This design comes from an exercise in tuning for small area, a short achievable clock period and few clock cycles per item on the open sky130 flow, not from production work. Where RTL was checked, it was by simulation tests only, not by an equivalence proof against the original. Power figures rest on the tool's default switching activity, not on a simulated workload.

// ems_mapper_top
module ems_mapper_top (
   input  logic        clock,
   input  logic        reset,
   input  logic        req_valid,
   output logic        req_ready,
   input  logic [1:0]  req_mode,
   input  logic [15:0] req_io_port,
   input  logic [7:0]  req_write_data,
   input  logic [19:0] req_mem_address,
   output logic        rsp_valid,
   input  logic        rsp_ready,
   output logic [7:0]  rsp_read_data,
   output logic [2:0]  rsp_region,
   output logic        rsp_ems_hit,
   output logic [29:0] rsp_ems_address,
   input  logic        csr_valid,
   output logic        csr_ready,
   input  logic [7:0]  csr_index,
   input  logic [31:0] csr_wdata
);
   epfmm_pkg::req_type req_data;
   epfmm_pkg::rsp_type rsp_data;
   assign req_data.mode        = req_mode;
   assign req_data.io_port     = req_io_port;
   assign req_data.write_data  = req_write_data;
   assign req_data.mem_address = req_mem_address;
   assign rsp_read_data   = rsp_data.read_data;
   assign rsp_region      = rsp_data.region;
   assign rsp_ems_hit     = rsp_data.ems_hit;
   assign rsp_ems_address = rsp_data.ems_address;
   ems_page_frame_memory_mapper_unit #(.PORT_BASE(608)) u_unit (
      .clock     (clock),
      .reset     (reset),
      .req_valid (req_valid),
      .req_ready (req_ready),
      .req_data  (req_data),
      .rsp_valid (rsp_valid),
      .rsp_ready (rsp_ready),
      .rsp_data  (rsp_data),
      .csr_valid (csr_valid),
      .csr_ready (csr_ready),
      .csr_index (csr_index),
  ...
Settings: LEC_CHECK=0, CAP_MARGIN=20, CORE_MARGIN=2, CORE_UTILIZATION=40, CTS_CLUSTER_DIAMETER=80, CTS_CLUSTER_SIZE=30, SETUP_SLACK_MARGIN=2.2, SLEW_MARGIN=20; clock period 5.0 ns.
run.sh (not shown) runs the stock make flow with config.mk's settings and CLKGATE_MAP_FILE= SYNTH_SCRIPT=/design/flow/synth_recipe.tcl, a recipe that flattens the netlist after the stock synthesis.
Testbench counts at the start, summed over its fixed seeds: cycles 7,101, items 7,085.
==> next run, changes <==
--- a/flow/design.v
+++ b/flow/design.v
@@ -182,20 +182,21 @@
    logic [15:0] umb_seg_ff;
    logic        ncm_ff, nbr_ff;
    logic [19:0] boot_addr_ff;
    logic [20:0] boot_size_ff;
    logic [21:0] boot_end;
    logic        bld_ncm_ff, bld_nbr_ff;
    logic [8:0]  bld_first_ff;
    logic [8:0]  bld_last_ff;     
    logic        bld_big_ff;      
    logic          e_valid;
+   logic          e_new;       
    logic          e_lk;        
    logic          e_rd;        
    logic          e_rd_fp;     
    logic          e_rd_map;    
    logic          e_wfp;       
    logic          e_fill;      
    logic          e_rb;        
    logic          e_hit;       
    logic [1:0]    e_frame;     
    logic [2:0]    e_ofs;
@@ -237,30 +238,39 @@
                epfmm_pkg::OFS_EMS_LO: ems_seg_ff[7:0]  <= a_wd;
                epfmm_pkg::OFS_EMS_HI: ems_seg_ff[15:8] <= a_wd;
                epfmm_pkg::OFS_UMB_LO: umb_seg_ff[7:0]  <= a_wd;
                epfmm_pkg::OFS_UMB_HI: umb_seg_ff[15:8] <= a_wd;
                default: ;
             endcase
          end
       end
    end
    logic [8:0]  a_sp;
-   logic [6:0]  a_sr;
    logic [10:0] a_cnt;
    logic [11:0] a_e;
    logic        a_ok;
+   logic        ems_okb, umb_okb;
+   logic [7:0]  ems_room, umb_room;
+   assign ems_okb  = ems_seg_ff[15] && (ems_seg_ff[14] || ems_seg_ff[13]) &&
+                     (ems_seg_ff[15:12] != 4'hF);
+   assign umb_okb  = umb_seg_ff[15] && (umb_seg_ff[14] || umb_seg_ff[13]) &&
+                     (umb_seg_ff[15:12] != 4'hF);
+   assign ems_room = 8'(add12({3'd0, ~ems_seg_ff[15:7]},
+                              12'd480 + {11'd0, (ems_seg_ff[6:0] == 7'd0)}));
+   assign umb_room = 8'(add12({3'd0, ~umb_seg_ff[15:7]},
+                              12'd480 + {11'd0, (umb_seg_ff[6:0] == 7'd0)}));
    assign a_sp  = a_ofs[0] ? umb_seg_ff[15:7] : ems_seg_ff[15:7];
-   assign a_sr  = a_ofs[0] ? umb_seg_ff[6:0]  : ems_seg_ff[6:0];
    assign a_cnt = a_ofs[0] ? {3'd0, a_wd} : {a_wd, 3'd0};
    assign a_e   = add12({3'd0, a_sp}, {1'b0, a_cnt});
-   assign a_ok  = a_sp[8] && (a_sp[7] || a_sp[6]) && (a_e[11:9] == 3'd0) &&
-                  ((a_e[8:5] != 4'hF) || ((a_e[4:0] == 5'd0) && (a_sr == 7'd0)));
+   assign a_ok  = a_ofs[0] ? (umb_okb && !lt9({1'b0, umb_room}, {1'b0, a_wd})) :
+                             (ems_okb && (a_wd[7:5] == 3'd0) &&
+                              !lt9({4'd0, ems_room[7:3]}, {4'd0, a_wd[4:0]}));
    logic [5:0] a_fa, a_fb;
    logic [4:0] a_fb_p1;
    logic       a_lo_lt, a_hit;
    assign a_fa    = a_addr[19:14];
    assign a_fb    = ems_seg_ff[15:10];
    assign a_fb_p1 = 5'(a_fb[5:2]) + 5'd1;
    assign a_lo_lt = (a_fa[1:0] < a_fb[1:0]);
    assign a_hit = (ems_seg_ff[9:0] == 10'd0) &&
                   (((a_fa[5:2] == a_fb[5:2]) && !a_lo_lt) ||
                    (({1'b0, a_fa[5:2]} == a_fb_p1) && a_lo_lt));
@@ -279,22 +289,26 @@
          a_scode = 2'(epfmm_pkg::RG_SDCARD);
       end else if (!bld_ncm_ff && !(a_page[8] && (a_page[7] || a_page[6]))) begin
          a_scode = 2'(epfmm_pkg::RG_RAM);
       end else begin
          a_scode = 2'(epfmm_pkg::RG_UNUSED);
       end
    end
    always_ff @(posedge clock) begin
       if (reset) begin
          e_valid <= 1'b0;
-      end else if (!hold) begin
-         e_valid <= req_valid;
+         e_new   <= 1'b0;
+      end else begin
+         if (!hold) begin
+            e_valid <= req_valid;
+         end
+         e_new <= req_valid && !hold;
       end
    end
    always_ff @(posedge clock) begin
       if (!hold) begin
          e_lk     <= (a_mode == epfmm_pkg::MODE_LOOKUP);
          e_rd     <= (a_mode == epfmm_pkg::MODE_IO_RD);
          e_rd_fp  <= (a_mode == epfmm_pkg::MODE_IO_RD) && a_pv && !a_ofs[3];
          e_rd_map <= (a_mode == epfmm_pkg::MODE_IO_RD) && a_pv &&
                      (a_ofs == epfmm_pkg::OFS_UMB_FILL);
          e_wfp    <= a_wr && !a_ofs[3];
@@ -325,22 +339,22 @@
          bld_first_ff <= boot_addr_ff[19:11];
          bld_last_ff  <= boot_end[19:11];
          bld_big_ff   <= (boot_end[21:20] != 2'd0);
       end
    end
    logic       x_fill, x_rb;
    assign x_fill = e_valid && e_fill;
    assign x_rb   = e_valid && e_rb;
    epfmm_page_ram u_page_ram (
       .clock      (clock),
-      .clear      (reset || (x_rb && !hold)),
-      .fill_go    (x_fill && !hold),
+      .clear      (reset || (e_new && e_rb)),
+      .fill_go    (e_new && e_fill),
       .clear_pend (x_rb),
       .fill_pend  (x_fill),
       .fill_ems   (!e_ofs[0]),
       .fill_s     (e_addr[19:11]),
       .fill_e     (e_addr[8:0]),
       .rd_lane    (a_page[4:0]),
       .rd_ovr     (a_govr),
       .rd_ems     (a_gems)
    );
    logic [8:0]  page;
@@ -377,21 +391,21 @@
          if (e_hit) begin
             res.ems_address = {fp_ff[e_frame], e_addr[13:0]};
          end
       end
    end
    always_ff @(posedge clock) begin
       if (reset) begin
          for (int s = 0; s < 4; s++) begin
             fp_ff[s] <= epfmm_pkg::FP_RST;
          end
-      end else if (e_valid && !hold) begin
+      end else if (e_new) begin
          if (e_rb) begin
             for (int s = 0; s < 4; s++) begin
                fp_ff[s] <= epfmm_pkg::FP_RST;
             end
          end else if (e_wfp) begin
             if (e_ofs[0]) begin
                fp_ff[e_ofs[2:1]][15:8] <= e_wd;
             end else begin
                fp_ff[e_ofs[2:1]][7:0] <= e_wd;
             end
After rerunning: The changed run finished clean. Clock-buffer cell count goes up by 3. Final area goes up by about 3.3%. Wire length goes up by 7.1%. Die area goes up by 1.3%. Global-route usage goes up by 0.44 points. Synthesized cell count goes up by 4.0%. Synthesized area goes up by 1.3%. Utilization goes up by 0.69 points. Power goes up by about 5%. Clock power goes up by about 10%. First-iteration DRC count goes up by 7.9%. Non-clock buffer count goes up by 28. Maximum frequency goes down by 5.5%.
No functional check of the RTL was part of the second run of this note.

ems_mapper_top again, from the RTL that the note above started with.
==> module epfmm_page_ram, before the edit <==
module epfmm_page_ram (
   input  logic       clock,
   input  logic       clear,         
   input  logic       fill_go,       
   input  logic       clear_pend,    
   input  logic       fill_pend,     
   input  logic       fill_ems,
   input  logic [8:0] fill_s,        
   input  logic [8:0] fill_e,        
   input  logic [4:0] rd_lane,
   output logic [4:0] rd_ovr,        
   output logic [4:0] rd_ems
);
   localparam int unsigned FIRST = epfmm_pkg::FILL_FIRST;
   localparam int unsigned N     = epfmm_pkg::FILL_PAGES;
   localparam int unsigned W     = 32;
   localparam int unsigned G0    = FIRST / W;
   localparam int unsigned NG    = N / W;
   logic [N-1:0] ovr_ff, ems_ff;
   function automatic logic lt5(input logic [4:0] a, input logic [4:0] b);
      logic [4:0] g, e;
      g = ~a & b;
      e = ~(a ^ b);
      for (int k = 0; k < 3; k++) begin
         for (int i = 4; i >= 0; i--) begin
            if (i >= (1 << k)) begin
               g[i] = g[i] | (e[i] & g[i - (1 << k)]);
               e[i] = e[i] & e[i - (1 << k)];
            end
         end
      end
      lt5 = g[4];
   endfunction
   logic [NG-1:0] g_first, g_last, g_full;
   logic [NG-1:0] w_first, w_last, w_full;
   logic [W-1:0]  l_first, l_lt;
   logic          same;
   logic [N-1:0]  we;
   always_comb begin
      same = (fill_s[8:5] == fill_e[8:5]);
      for (int g = 0; g < NG; g++) begin
         g_first[g] = (4'(G0 + g) == fill_s[8:5]);
         g_last[g]  = !same && (4'(G0 + g) == fill_e[8:5]);
         g_full[g]  = (4'(G0 + g) > fill_s[8:5]) && (4'(G0 + g) < fill_e[8:5]);
         w_first[g] = fill_go && g_first[g];
         w_last[g]  = fill_go && g_last[g];
         w_full[g]  = fill_go && g_full[g];
      end
      for (int l = 0; l < W; l++) begin
         l_lt[l]    = (5'(l) < fill_e[4:0]);
         l_first[l] = (5'(l) >= fill_s[4:0]) && (l_lt[l] || !same);
      end
      for (int i = 0; i < N; i++) begin
         we[i] = w_full[i/W] || (w_first[i/W] && l_first[i%W]) ||
                 (w_last[i/W] && l_lt[i%W]);
      end
   end
   always_ff @(posedge clock) begin
      for (int i = 0; i < N; i++) begin
         if (clear) begin
            ovr_ff[i] <= 1'b0;
         end else if (we[i]) begin
            ovr_ff[i] <= 1'b1;
         end
         if (we[i]) begin
            ems_ff[i] <= fill_ems;
         end
      end
   end
   logic          r_lt, r_first;
   logic [NG-1:0] r_we;
   assign r_lt    = lt5(rd_lane, fill_e[4:0]);
   assign r_first = !lt5(rd_lane, fill_s[4:0]) && (r_lt || !same);
   always_comb begin
      for (int g = 0; g < NG; g++) begin
         r_we[g]   = fill_pend && (g_full[g] || (g_first[g] && r_first) ||
                                   (g_last[g] && r_lt));
         rd_ovr[g] = !clear_pend && (r_we[g] || ovr_ff[g*W + 32'(rd_lane)]);
         rd_ems[g] = r_we[g] ? fill_ems : ems_ff[g*W + 32'(rd_lane)];
      end
   end
endmodule
export LEC_CHECK = 0
export CAP_MARGIN = 20
export CORE_MARGIN = 2
export CORE_UTILIZATION = 40
export SETUP_SLACK_MARGIN = 2.2
export SLEW_MARGIN = 20
create_clock -name core_clock -period 5.0 [get_ports {clock}]
Testbench counts at the start, summed over its fixed seeds: cycles 7,101, items 7,085.
Rerun with:
--- a/flow/design.v
+++ b/flow/design.v
@@ -115,18 +115,24 @@
             ems_ff[i] <= fill_ems;
          end
       end
    end
+   logic [W-1:0]  r_hot;
    logic          r_lt, r_first;
-   logic [NG-1:0] r_we;
-   assign r_lt    = lt5(rd_lane, fill_e[4:0]);
-   assign r_first = !lt5(rd_lane, fill_s[4:0]) && (r_lt || !same);
+   logic [NG-1:0] r_we, r_ovr, r_ems;
    always_comb begin
+      for (int l = 0; l < W; l++) begin
+         r_hot[l] = (rd_lane == 5'(l));
+      end
+      r_lt    = lt5(rd_lane, fill_e[4:0]);
+      r_first = !lt5(rd_lane, fill_s[4:0]) && (r_lt || !same);
       for (int g = 0; g < NG; g++) begin
+         r_ovr[g]  = |(r_hot & ovr_ff[g*W +: W]);
+         r_ems[g]  = |(r_hot & ems_ff[g*W +: W]);
          r_we[g]   = fill_pend && (g_full[g] || (g_first[g] && r_first) ||
                                    (g_last[g] && r_lt));
-         rd_ovr[g] = !clear_pend && (r_we[g] || ovr_ff[g*W + 32'(rd_lane)]);
-         rd_ems[g] = r_we[g] ? fill_ems : ems_ff[g*W + 32'(rd_lane)];
+         rd_ovr[g] = !clear_pend && (r_we[g] || r_ovr[g]);
+         rd_ems[g] = r_we[g] ? fill_ems : r_ems[g];
       end
    end
 endmodule
 module ems_page_frame_memory_mapper_unit #(
The new run ran to the end with no violations. Setup slack degrades by 0.082 ns. Die area came out lower slightly. Total power drops by a few percent. Combinational power drops by a little under a tenth. Routed wire length is higher by a little under a tenth. Clock skew climbs by 0.013 ns. First-iteration DRC count went up by a quarter to a third.
For the second run of this note, only the layout was checked, not whether the RTL still works.

afterwards: timing with drivers on the ports:
The results above use ideal ports. As a check the final layouts listed here were re-extracted and re-timed, cells and wires unchanged. Step 1, drivers: a clkbuf_16 drives clock and a buf_2 each remaining input, both assumed. Step 2 adds t to the input delays and takes it off the output delays; t is the mean of the earliest and latest rising clock arrival at the registers after step 1. Input paths then give back, and output paths get back, about the clock's delay inside the block. Three values: no drivers, after step 1, after step 2; two values: the first two.
run	shift t [ns]	slack for setup (ns)	slew at the worst register clock pin (ns)
the first run of note 1	0.709	2.188 / 2.166 / 1.457	0.12 / 0.12
the second run of note 1	0.655	2.025 / 2.025 / 1.408	0.11 / 0.11
the first run of note 2	0.673	2.135 / 2.108 / 1.435	0.06 / 0.06
the second run of note 2	0.706	2.052 / 2.043 / 1.337	0.07 / 0.07
After both steps every run listed still meets setup and hold. The setup slack of the first run of note 1, which loses most, moves by -0.022 ns with the drivers and by -0.731 ns with both steps.
